Context: an optimization exercise on an open-source flow, tuned for small area, a short achievable clock period and few clock cycles per item. The choices shown serve that exercise and are no tape-out recipe.
Function was checked by simulation only, so behaviour that the tests miss may differ from the original.
Power and IR drop assume default switching activity.

### design/flow/design.v
package cbts_pkg;
    typedef logic [1:0] mode_t;
    localparam mode_t MODE_TICK  = 2'd0;
    localparam mode_t MODE_SCHED = 2'd1;
    localparam mode_t MODE_WRITE = 2'd2;
    localparam mode_t MODE_NONE  = 2'd3;
    localparam logic [1:0] TS_RUNNABLE = 2'd0;
    localparam logic [1:0] TS_SLEEPING = 2'd1;
    localparam logic [7:0]  FULL_SLICE  = 8'hff;
    localparam logic [15:0] TPS_DEFAULT = 16'd100;
    typedef struct packed {
        logic        used;
        logic [1:0]  status;
        logic [7:0]  slice;
        logic [7:0]  nice;
        logic [31:0] alarm;
    } slot_entry_t;
    typedef logic [3:0] state_t;
    localparam state_t ST_IDLE    = 4'd0;
    localparam state_t ST_WRITE   = 4'd1;
    localparam state_t ST_TICK_RD = 4'd2;
    localparam state_t ST_TICK_WR = 4'd3;
    localparam state_t ST_PASS1   = 4'd4;
    localparam state_t ST_DECIDE1 = 4'd5;
    localparam state_t ST_PASS2   = 4'd6;
    localparam state_t ST_DECIDE2 = 4'd7;
    localparam state_t ST_FINISH  = 4'd8;
    typedef struct packed {
        logic accept;
        logic pass_start;
        logic refill;
        logic pass_run;
        logic write_slot;
        logic tick_rd;
        logic tick_wr;
        logic set_run;
        logic load_out;
    } cmd_t;
    typedef struct packed {
        logic pass_done;
        logic any_runnable;
        logic found;
    } sts_t;
endpackage
module counter_based_task_scheduler
#(
    parameter int SLOTS = 16
)
(
    input  logic        clk,
    input  logic        rst_n,
    input  logic        cfg_wr_en,
    input  logic [15:0] cfg_wr_data,
    input  logic        in_valid,
    output logic        in_stall,
    input  logic [1:0]  mode,
    input  logic [3:0]  slot,
    input  logic        used,
    input  logic [1:0]  task_status,
    input  logic [7:0]  slice_left,
    input  logic [7:0]  niceness,
    input  logic [31:0] wake_tick,
    output logic        out_valid,
    input  logic        out_stall,
    output logic [3:0]  current_task,
    output logic        switched,
    output logic        refilled,
    output logic [31:0] tick_total,
    output logic [31:0] seconds_up
);
    localparam logic [1:0] C_RUN   = 2'b00;
    localparam logic [1:0] C_RIPE  = 2'b01;
    localparam logic [1:0] C_SLEEP = 2'b10;
    localparam logic [1:0] C_NEVER = 2'b11;
    logic [1:0]  cls_r   [SLOTS];
    logic [7:0]  slice_r [SLOTS];
    logic [7:0]  rnice_r [SLOTS];    
    logic [31:0] alarm_r [SLOTS];
    logic [3:0]  run_r;
    logic [31:0] tick_r;
    logic [15:0] sub_r;
    logic [31:0] secs_r;
    logic [15:0] tps_r;
    logic        ov_r;
    logic        sw_r;
    logic        rf_r;
    logic accept;
    assign in_stall = ov_r && out_stall;
    assign accept   = in_valid && !in_stall;
    logic do_tick, do_sched, do_write;
    assign do_tick  = accept && (mode == 2'd0);
    assign do_sched = accept && (mode == 2'd1);
    assign do_write = accept && (mode == 2'd2);
    logic [32:0] tick_inc;
    logic [15:0] sub_inc;
    logic        sec_roll;
    assign tick_inc = {1'b0, tick_r} + 33'd1;
    assign sub_inc  = sub_r + 16'd1;
    assign sec_roll = (sub_inc >= tps_r);
    logic [7:0] run_slice;
    assign run_slice = slice_r[run_r];
    logic [1:0] wr_cls_used;    
    always_comb
    begin
        if (task_status == 2'd0)
            wr_cls_used = C_RUN;
        else if (task_status == 2'd1 && wake_tick != 32'd0)
            wr_cls_used = (tick_r >= wake_tick) ? C_RIPE : C_SLEEP;
        else
            wr_cls_used = C_NEVER;
    end
    logic [SLOTS-1:0] runnable, has;
    logic             any_run, refill;
    always_comb
        for (int i = 0; i < SLOTS; i++)
        begin
            runnable[i] = !cls_r[i][1];
            has[i]      = runnable[i] && (slice_r[i] != 8'd0);
        end
    assign any_run = |runnable;
    assign refill  = any_run && !(|has);
    function automatic logic [SLOTS-1:0] elim2(input logic [SLOTS-1:0] a,
                                               input logic [SLOTS-1:0] hi,
                                               input logic [SLOTS-1:0] lo);
        logic [SLOTS-1:0] h3;
        logic [SLOTS-1:0] h2;
        logic [SLOTS-1:0] h1;
        h3 = a & hi & lo;
        h2 = a & hi;
        h1 = a & lo;
        if (|h3)
            elim2 = h3;
        else if (|h2)
            elim2 = h2;
        else if (|h1)
            elim2 = h1;
        else
            elim2 = a;
    endfunction
    logic [SLOTS-1:0] kbit_s [8];
    logic [SLOTS-1:0] kbit_n [8];
    always_comb
        for (int b = 0; b < 8; b++)
            for (int i = 0; i < SLOTS; i++)
            begin
                kbit_s[b][i] = slice_r[i][b];
                kbit_n[b][i] = rnice_r[i][b];
            end
    logic [SLOTS-1:0] alive_s [5];
    logic [SLOTS-1:0] alive_n [5];
    always_comb
    begin
        alive_s[4] = runnable;
        alive_n[4] = runnable;
        for (int s = 3; s >= 0; s--)
        begin
            alive_s[s] = elim2(alive_s[s+1], kbit_s[2*s+1], kbit_s[2*s]);
            alive_n[s] = elim2(alive_n[s+1], kbit_n[2*s+1], kbit_n[2*s]);
        end
    end
    function automatic logic [3:0] lowest(input logic [SLOTS-1:0] a);
        lowest = 4'd0;
        for (int i = SLOTS - 1; i >= 0; i--)
            if (a[i])
                lowest = 4'(i);
    endfunction
    logic [3:0] best_s, best_n, best;
    assign best_s = lowest(alive_s[0]);
    assign best_n = lowest(alive_n[0]);
    assign best   = refill ? best_n : best_s;
    always_ff @(posedge clk or negedge rst_n)
    begin
        if (!rst_n)
        begin
            ov_r   <= 1'b0;
            sw_r   <= 1'b0;
            rf_r   <= 1'b0;
            run_r  <= 4'd0;
            tick_r <= 32'd0;
            sub_r  <= 16'd0;
            secs_r <= 32'd0;
            tps_r  <= 16'd100;
        end
        else
        begin
            ov_r <= accept || (ov_r && out_stall);
            if (cfg_wr_en)
                tps_r <= cfg_wr_data;
            if (accept)
            begin
                sw_r <= 1'b0;
                rf_r <= 1'b0;
            end
            if (do_tick)
            begin
                tick_r <= tick_inc[31:0];
                if (sec_roll)
                begin
                    sub_r  <= 16'd0;
                    secs_r <= secs_r + 32'd1;
                end
                else
                    sub_r <= sub_inc;
            end
            if (do_sched)
            begin
                run_r <= best;
                sw_r  <= (best != run_r);
                rf_r  <= refill;
            end
        end
    end
    for (genvar i = 0; i < SLOTS; i++)
    begin : g_slot
        logic       wr_i, dec_i, eq_i;
        logic [1:0] cls_n;
        assign wr_i  = do_write && (slot == 4'(i));
        assign dec_i = do_tick && (run_r == 4'(i)) && (run_slice != 8'd0);
        assign eq_i  = (alarm_r[i] == tick_inc[31:0]);
        always_comb
        begin
            cls_n = cls_r[i];
            if (wr_i)
                cls_n = (i == 0 || used) ? wr_cls_used : C_NEVER;
            else if (do_sched && cls_r[i] == C_RIPE)
                cls_n = C_RUN;
            else if (do_tick && cls_r[i] == C_SLEEP && eq_i)
                cls_n = C_RIPE;
            else if (do_tick && cls_r[i] == C_RIPE && tick_inc[32])
                cls_n = C_SLEEP;
        end
        always_ff @(posedge clk or negedge rst_n)
            if (!rst_n)
                cls_r[i] <= (i == 0) ? C_RUN : C_NEVER;
            else
                cls_r[i] <= cls_n;
        if (i == 0)
        begin : g_rst
            always_ff @(posedge clk or negedge rst_n)
            begin
                if (!rst_n)
                begin
                    slice_r[i] <= 8'd0;
                    rnice_r[i] <= 8'hff;
                end
                else if (wr_i)
                begin
                    slice_r[i] <= slice_left;
                    rnice_r[i] <= ~niceness;
                end
                else if (dec_i)
                    slice_r[i] <= run_slice - 8'd1;
                else if (do_sched && refill && runnable[i])
                    slice_r[i] <= rnice_r[i];
            end
        end
        else
        begin : g_nrst
            always_ff @(posedge clk)
            begin
                if (wr_i)
                begin
                    slice_r[i] <= slice_left;
                    rnice_r[i] <= ~niceness;
                end
                else if (dec_i)
                    slice_r[i] <= run_slice - 8'd1;
                else if (do_sched && refill && runnable[i])
                    slice_r[i] <= rnice_r[i];
            end
        end
        always_ff @(posedge clk)
            if (wr_i)
                alarm_r[i] <= wake_tick;
    end
    assign out_valid    = ov_r;
    assign current_task = run_r;
    assign switched     = sw_r;
    assign refilled     = rf_r;
    assign tick_total   = tick_r;
    assign seconds_up   = secs_r;
endmodule
### design/flow/run.sh
#!/bin/bash
# synth_recipe.tcl (not shown) runs the flow's synth.tcl, then flattens the netlist and writes it again
# the make line also repeats each setting of config.mk as NAME=value (left out here)
make -C /OpenROAD-flow-scripts/flow DESIGN_CONFIG=/design/flow/config.mk WORK_HOME=/design/flow/orfs CLKGATE_MAP_FILE= SYNTH_SCRIPT=/design/flow/synth_recipe.tcl finish
### design/flow/config.mk
export PLATFORM = sky130hd
export DESIGN_NAME = counter_based_task_scheduler
export DESIGN_NICKNAME = counter_based_task_scheduler
export VERILOG_FILES = /design/flow/design.v
export SDC_FILE = /design/flow/constraint.sdc
export NUM_CORES = 4
export LEC_CHECK = 0
export CAP_MARGIN = 20
export CORE_MARGIN = 2
export CORE_UTILIZATION = 40
export SLEW_MARGIN = 20
### design/flow/constraint.sdc
create_clock -name core_clock -period 10.0 [get_ports {clk}]
set_input_delay 2.0000 -clock core_clock [delete_from_list [all_inputs] [get_ports {clk}]]
set_output_delay 2.0000 -clock core_clock [all_outputs]
set_load 0.01 [all_outputs]
==> results.txt <==
Seq cells post-synth=903; Top delay family on crit path=compound AO/OA/AOI/OAI gates; global-route wire length before repair=about 260,000 um; Worst-Skew Late Latency=0.70 ns; Setup crit end kind=flop; Crit path required time=around 11 ns; WP data arrival=9.50 ns; gr ovfl total=0; Die Ht=348.1 um; R2R depth=28; FMAX=0.1119 GHz; VDD IR max=0.2154 mV; Root Buffer Master=clkbuf_16; metal2 WL=78,120 um; DR pass1 iterations=6; Synth Net Count=4,242; port buffer count=approximately 150; number of synthesized flops with an enable pin=752; Buf+Inv Stages, Crit Path=4; Crit path top cell by count=buf_4; total CTS buffers=98; Crit Path Category=flop to flop; post-route ant nets=0; Worst-Margin Slew=1.330 ns; Reg clk slew, reported paths=0.06 ns; # Post-CTS Setup Buffers=0; unrepaired setup endpoints after global routing=false; DR WL met3=18,230 um; Hold Path Class=flop to flop; Wirelength per Cell=30.43 um; Highest Signal Layer=met5; Sum Neg Setup Slack=0 ns; worst hold stages=1; CTS tree=done; synthesized area=47,360 um^2; WHS Endpoint=secs_r[31]; Post-CTS Hold Fix Bufs=0; vias per inst=6.232; final WL=180,800 um; Area contributors post-synth=edfxtp_1 (48%), xnor2_1 (6.4%), dfrtp_1 (5.8%); Die Wd=348.1 um; routed via count=about 37,000; initial DRC count=5,038; # DRC=0; largest net degree at the start of global routing=56; dpl cells=roughly 5,800; Synth cell types=98; layout cell share with drive strength beyond 1=about a tenth; I/O pin total=150; final hold slack=0.4665 ns; WL met1=76,210 um; post-layout min period=8.940 ns; Max Cap Viol=0; clk buf depth=3; # rows=between 100 and 150; post-CTS sizing=0; CP startpoint kind=flop; Max Slew Vio Count=0; Cells after Synth=just over 4,000; syn avg cell area=11.52 um^2; hold_sp=secs_r[31]; slowest CP cell=nor4_1; Area growth syn-to-layout=15.89%; ys async rst share=16.72%; Yosys top cell area share=47.68%; Final Util=46.60%; initial antenna violation count=6; final net count=about 4,400; Max H-tree Level=3; GRT Util Overall=29.21%; area leader, netlist=edfxtp_1; final-report hold violation count=0; core area=117,800 um^2; largest stage delay on the critical path=slightly above 0.7 ns; Ys Warns=9; CP Max Fanout=20; # clock sinks=roughly 900; Final period util=89.40%; ys flop type=edfxtp_1; PD cells=181.3 nW/um^2; status=timing/DRC/antenna clean; leakage power total=roughly 0.019 uW; DP HPWL=126,800 um; Rel. slew slack=approximately a tenth; worst r2r dst=sw_r; flop2flop setup slack=about 1.1 ns; reg2reg start=cls_r[7][1]; vias in the first global route=between 30,000 and 40,000; Final Setup Violations=0; Setup Skew=0.05930 ns; RePlAce Congestion=1.021; register area share after synthesis=a little under three fifths; initial core utilization=40.21%; fin cells=5,941; Die ar.=121,200 um^2
## layout by cell type (no fill, tap or decap), types with 21 or more instances in the layout
| master | n |
|---|---|
| a221o_1 | 105 |
| a21o_1 | 27 |
| o22ai_1 | 35 |
| nand4_1 | 99 |
| nand2b_1 | 62 |
| edfxtp_1 | 752 |
| nor3_1 | 33 |
| o211ai_1 | 39 |
| and3_1 | 51 |
| xnor2_2 | 25 |
| buf_4 | 138 |
| nor4_1 | 109 |
| clkdlybuf4s50_1 | 148 |
| a211oi_1 | 44 |
| o2111ai_1 | 64 |
| and2_1 | 29 |
| xnor2_1 | 321 |
| o21ai_0 | 150 |
| nand2_1 | 266 |
| nand3b_1 | 27 |
| clkbuf_1 | 21 |
| a21oi_1 | 203 |
| dfstp_2 | 41 |
| xor2_1 | 272 |
| a31oi_1 | 27 |
| ha_1 | 53 |
| nor2_1 | 306 |
| a22oi_1 | 25 |
| nand3_1 | 64 |
| clkbuf_16 | 98 |
| inv_1 | 166 |
| dfrtp_1 | 110 |
| o21a_1 | 33 |
| nor2b_1 | 24 |
## cells in the mapped netlist, types with 26 or more instances
| library cell | count |
|---|---|
| edfxtp_1 | 752 |
| xnor2_1 | 348 |
| nor2_1 | 311 |
| xor2_1 | 278 |
| nand2_1 | 266 |
| a21oi_1 | 203 |
| inv_1 | 172 |
| o21ai_0 | 157 |
| clkbuf_1 | 121 |
| nor4_1 | 111 |
| dfrtp_1 | 110 |
| a221o_1 | 105 |
| nand4_1 | 99 |
| nand3_1 | 64 |
| o2111ai_1 | 64 |
| nand2b_1 | 62 |
| ha_1 | 53 |
| and3_1 | 51 |
| a211oi_1 | 44 |
| dfstp_2 | 41 |
| o211ai_1 | 39 |
| nor3_1 | 37 |
| o22ai_1 | 35 |
| o21a_1 | 33 |
| buf_2 | 32 |
| and2_1 | 29 |
| a21o_1 | 27 |
| a31oi_1 | 27 |
| nand3b_1 | 27 |
| nor2b_1 | 26 |
## flip-flops by register name (all words and copies together), names as in the netlist
register / flops
ov_r: 1
tick_r: 32
cls_r: 32
rnice_r: 128
run_r: 4
rf_r: 1
sub_r: 16
alarm_r: 512
sw_r: 1
secs_r: 32
tps_r: 16
slice_r: 128
## power by group
group / switching [uW] / internal [uW] / leakage, uW / total, uW
clock: 1580 / 2240 / 0.00164 / 3810
combinational: 1140 / 575 / 0.00871 / 1710
sequential: 218 / 4200 / 0.00865 / 4420
total: 2930 / 7020 / 0.0190 / 9950
## worst reg2reg max path: cells and delay by family (launching register included)
kind	cells	cell delay, ns
and+or+nand+nor	11	3.52
AOI/OAI and AO/OA	12	3.50
buffers and inverters	4	0.92
DFF	1	0.71
xor gates and xnor gates	1	0.17
## area by class of cell
type                            count  area (um^2)
Tap cell                         1536         1922
Timing Repair Buffer              288         2539
Sequential cell                   903        26410
Clock inverter                     58        753.2
Fill cell                       10600        62880
Inverter                          176        660.6
Clock buffer                      126         2628
Multi-Input combinational cell   2851        19960
Antenna cell                        3        7.507
## kinds of logic (layout without fill, tap and decap cells)
logic type	after synthesis	count (layout)	synth area share [%]
other	0	3	0
xor gates and xnor gates	626	626	11.58
AOI/OAI and AO/OA	1000	1000	15.46
adders and majority gates	53	53	1.400
buffers and inverters	357	648	2.938
and+or+nand+nor	1152	1152	12.39
DFF	903	903	55.77
muxes	20	20	0.4650
## worst max path at each step
stage                      startpoint  slack (ns)   end  cells after the start
after floorplan           cls_r[9][1]        2.98  sw_r                     26
after global placement    cls_r[7][1]        1.09  sw_r                     30
after detailed placement  cls_r[7][1]        1.39  sw_r                     25
after CTS                 cls_r[7][1]        1.30  sw_r                     25
after global routing      cls_r[7][1]        0.77  sw_r                     25
final                     cls_r[7][1]        1.06  sw_r                     28
## metrics by stage
stage                     cell area, um^2  total power, uW  setup slack (ns)
final                               54880             9948             1.060
after global placement              51430             6138             1.086
after global routing                54880            10250            0.7679
after floorplan                     47360             5450             2.979
after detailed placement            51450             6151             1.389
after CTS                           54830             9940             1.301
## routing by layer
layer,up-vias,track usage (%)
met5,-,0
li1,16004,-
met2,2299,43.85
met1,18241,41.26
met3,472,5.862
met4,6,11.96
Testbench counts, summed over its fixed seeds: cycles 9,608, items 9,600.

## what the ideal ports hide
No port has a modelled driver above. Below, the same layout with a new extraction and two added sets of constraints. Step 1: set_driving_cell puts a clkbuf_16 on clk and a buf_2 on each other input, an assumption about the parent block. Step 2 moves the port delays by t, midway between the first and last clock arrival at a register: inputs arrive t later, outputs are due t later. That takes back most of the time a late clock gives input paths. Slacks: ideal ports / drivers / drivers and shift; pairs: ideal ports / drivers.
shift t [ns]: 0.750
setup WS [ns]: 1.060 / 1.060 / 1.060
worst setup path at the end: register to register
clock arrival spread, ns: 0.059 / 0.060
worst data-port slew with drivers (ns): 0.13
After both steps this run still meets setup and hold. The setup slack of this run moves by 0.000 ns with the drivers and by 0.000 ns with both steps.
